What follows belongs to an exercise in optimizing a design on an open flow for small area; a production flow would make more cautious choices.
At most, simulation tests tie the RTL to the original design; equivalence was not proved.
Power and IR drop assume default switching activity.

alpha:
==> flow/design.v (excerpt) <==
module arp_udp_frame_generator (
   input  logic        clock,
   input  logic        reset,
   input  logic        start,
   output logic        busy,
   input  logic [32:0] req_data,    
   output logic        rsp_strobe,
   output logic [8:0]  rsp_data,    
   input  logic        csr_we,
   input  logic [2:0]  csr_index,
   input  logic [47:0] csr_wdata
);
Settings: LEC_CHECK=0, CAP_MARGIN=20, CORE_MARGIN=2, CORE_UTILIZATION=40, CTS_CLUSTER_DIAMETER=100, CTS_CLUSTER_SIZE=28, SLEW_MARGIN=20; clock period 5.0 ns.
standard.sh (not shown) runs the stock make flow with config.mk's settings and CLKGATE_MAP_FILE= SYNTH_SCRIPT=/design/flow/synth_recipe.tcl, a recipe that flattens the netlist after the stock synthesis.
==> flow/flow/run.sh <==
#!/bin/bash
# the standard layout, with plain buf_1 cells as the port buffers
set -euo pipefail
export BUFFER_PORTS_ARGS="-buffer_cell sky130_fd_sc_hd__buf_1"
bash standard.sh finish > standard_flow.log 2>&1
The inputs of beta differ from those of alpha as listed below.
Settings: GPL_TIMING_DRIVEN newly set to 0.
==> run notes <==
Cmp beta vs alpha: clock insertion delay at the later pin of the skew report higher in beta. From alpha to beta the numbers moved as follows: synthesis-to-finish area growth saw an increase; largest fanout of any net on the critical path dropped 8; register share of the cell area saw a decrease; clock power share went down by 0.8 points. Number of cells after detailed placement is higher on beta. beta reports a higher met1 usage in global routing than alpha does. Note that the count of clock-buffer cells in the layout recorded for beta amounts to 0.935 times the value seen in alpha. Between alpha and beta, count of buffer and inverter cells on the critical path decreased. On routing usage on met3, the higher figure sits with beta, not alpha. alpha consumes more power than beta.

========
Another version of the RTL of arp_udp_frame_generator (not shown whole).
Size in the first run: ~1000 cells after synthesis, ~0.017 mm2 of cells after synthesis.
clock: 5.0 ns
lec_check: 0
cap_margin: 20
core_margin: 2
core_utilization: 40
cts_cluster_diameter: 100
cts_cluster_size: 28
slew_margin: 20
synth_hierarchical: 1
synth_minimum_keep_size: 0
==> flow/flow/run.sh <==
#!/bin/bash
# the standard layout, with plain buf_1 cells as the port buffers, synthesis
# buffers removed at floorplan, and non-critical cells downsized after global
# routing (sizing not bound to the same cell footprint)
set -euo pipefail
export BUFFER_PORTS_ARGS="-buffer_cell sky130_fd_sc_hd__buf_1"
export REMOVE_ABC_BUFFERS=1
export RECOVER_POWER=100
bash standard.sh MATCH_CELL_FOOTPRINT=0 finish > standard_flow.log 2>&1
The starting point finished with max-capacitance violations, max-slew violations left.
Rerun with:
==> flow/flow/run.sh (replaced) <==
#!/bin/bash
# the standard layout, with plain buf_1 cells as the port buffers, synthesis
# buffers removed at floorplan, and abc mapping for light loads (the layout's
# repair steps size the drivers that need it)
set -euo pipefail
export BUFFER_PORTS_ARGS="-buffer_cell sky130_fd_sc_hd__buf_1"
export REMOVE_ABC_BUFFERS=1
bash standard.sh ABC_LOAD_IN_FF=1 ABC_DRIVER_CELL=sky130_fd_sc_hd__buf_8 finish > standard_flow.log 2>&1
Outcome:
- This time the run completed without violations
- setup slack is better by 0.12 ns
- fmax rises by 2.9%
- die area fell by 5.2%
- count of clock-buffer cells in the layout does not change

========
arp_udp_frame_generator, a different RTL version from the one above (not shown whole).
Size in the first run: about 430 flip-flops, about 99 I/O pins, ~17000 um2 of cells after synthesis.
==> flow/config.mk <==
export PLATFORM = sky130hd
export DESIGN_NAME = arp_udp_frame_generator
export DESIGN_NICKNAME = arp_udp_frame_generator
export VERILOG_FILES = /design/flow/design.v
export SDC_FILE = /design/flow/constraint.sdc
export NUM_CORES = 4
export LEC_CHECK = 0
export CAP_MARGIN = 20
export CORE_MARGIN = 2
export CORE_UTILIZATION = 40
export CTS_CLUSTER_DIAMETER = 100
export CTS_CLUSTER_SIZE = 28
export SLEW_MARGIN = 20
==> flow/constraint.sdc <==
create_clock -name core_clock -period 5.0 [get_ports {clock}]
set_input_delay 1.0000 -clock core_clock [delete_from_list [all_inputs] [get_ports {clock}]]
set_output_delay 1.0000 -clock core_clock [all_outputs]
set_load 0.01 [all_outputs]
==> flow/flow/run.sh <==
#!/bin/bash
# the standard layout, with plain buf_1 cells as the port buffers
set -euo pipefail
export BUFFER_PORTS_ARGS="-buffer_cell sky130_fd_sc_hd__buf_1"
bash standard.sh finish > standard_flow.log 2>&1
Then changed:
==> flow/run.sh (new file) <==
#!/bin/bash
# synth_recipe.tcl (not shown) runs the flow's synth.tcl, then flattens the netlist and writes it again
# the make line also repeats each setting of config.mk as NAME=value (left out here)
make -C /OpenROAD-flow-scripts/flow DESIGN_CONFIG=/design/flow/config.mk WORK_HOME=/design/flow/orfs CLKGATE_MAP_FILE= SYNTH_SCRIPT=/design/flow/synth_recipe.tcl finish
removed: flow/flow/run.sh
removed: flow/standard.sh
What happened:
- via count decreases by 1.5%
- register-to-register slack improved by 0.06 ns
- clock-buffer cell count came out lower by 1
No run of this note included a check of the RTL's function; only the layout flow was run.

========
arp_udp_frame_generator, a different RTL version from the one above (not shown whole).
For scale: roughly 99 I/O pins.
export LEC_CHECK = 0
export CAP_MARGIN = 20
export CORE_MARGIN = 2
export CORE_UTILIZATION = 40
export CTS_BUF_LIST = sky130_fd_sc_hd__clkbuf_4 sky130_fd_sc_hd__clkbuf_8
export CTS_CLUSTER_DIAMETER = 60
export CTS_CLUSTER_SIZE = 12
export SLEW_MARGIN = 20
export SYNTH_HIERARCHICAL = 1
export SYNTH_MINIMUM_KEEP_SIZE = 0
create_clock -name core_clock -period 5.0 [get_ports {clock}]
==> flow/flow/run.sh <==
#!/bin/bash
# the standard layout, with plain buf_1 cells as the port buffers, synthesis
# buffers removed at floorplan, and abc mapping for light loads (the layout's
# repair steps size the drivers that need it)
set -euo pipefail
export BUFFER_PORTS_ARGS="-buffer_cell sky130_fd_sc_hd__buf_1"
export REMOVE_ABC_BUFFERS=1
bash standard.sh ABC_LOAD_IN_FF=1 ABC_DRIVER_CELL=sky130_fd_sc_hd__buf_8 finish > standard_flow.log 2>&1
The first run finished with timing, DRC and antenna clean.
Next try:
CORE_UTILIZATION = 50   (was 40)
CTS_BUF_LIST = sky130_fd_sc_hd__clkbuf_8   (was sky130_fd_sc_hd__clkbuf_4 sky130_fd_sc_hd__clkbuf_8)
CTS_CLUSTER_DIAMETER = 80   (was 60)
CTS_CLUSTER_SIZE = 16   (was 12)
GPL_TIMING_DRIVEN = 0   (was not set)
Result: Worst setup slack is worse by 310 ps; via count drops by a few percent; area after synthesis stays the same; register-to-register slack is worse by 310 ps; core utilization climbs by 11 points; clock-buffer cell count drops by 25; synthesized cell count does not change; power drops by a few percent.

-- afterwards: timing with drivers on the ports --
How much do the figures lean on ideal ports? The routed layouts below were timed once more, with nothing changed but the port constraints. Step 1 (the two cells are an assumption about what drives the block):
set clk [get_ports {clock}]
set_driving_cell -lib_cell sky130_fd_sc_hd__clkbuf_16 $clk
set_driving_cell -lib_cell sky130_fd_sc_hd__buf_2 [delete_from_list [all_inputs] $clk]
Step 2, shift: input delay + t, output delay - t, t = (earliest + latest rising clock arrival at the registers) / 2. This alone moves slack from input paths to output paths. a / b / c = no drivers / after step 1 / after step 2; a / b = the first two.
| run | t, ns | setup slack, ns | clock arrival spread, ns | worst register clock-pin slew, ns |
|---|---|---|---|---|
| alpha | 0.609 | 0.774 / 0.774 / 0.774 | 0.030 / 0.029 | 0.12 / 0.12 |
| beta | 0.623 | 0.364 / 0.364 / 0.364 | 0.049 / 0.049 | 0.12 / 0.12 |
| the first run of note 2 | 0.585 | 0.632 / 0.632 / 0.227 | 0.040 / 0.041 | 0.11 / 0.11 |
| the second run of note 2 | 0.593 | 0.757 / 0.757 / 0.757 | 0.025 / 0.025 | 0.11 / 0.11 |
| the first run of note 3 | 0.590 | 0.974 / 0.974 / 0.974 | 0.018 / 0.018 | 0.11 / 0.11 |
| the second run of note 3 | 0.596 | 1.030 / 1.030 / 1.030 | 0.022 / 0.022 | 0.11 / 0.11 |
| the first run of note 4 | 0.619 | 0.498 / 0.498 / 0.498 | 0.018 / 0.018 | 0.08 / 0.08 |
| the second run of note 4 | 0.649 | 0.187 / 0.187 / 0.187 | 0.030 / 0.031 | 0.10 / 0.10 |
The setup slack of the first run of note 2, which loses most, moves by 0.000 ns with the drivers and by -0.405 ns with both steps.
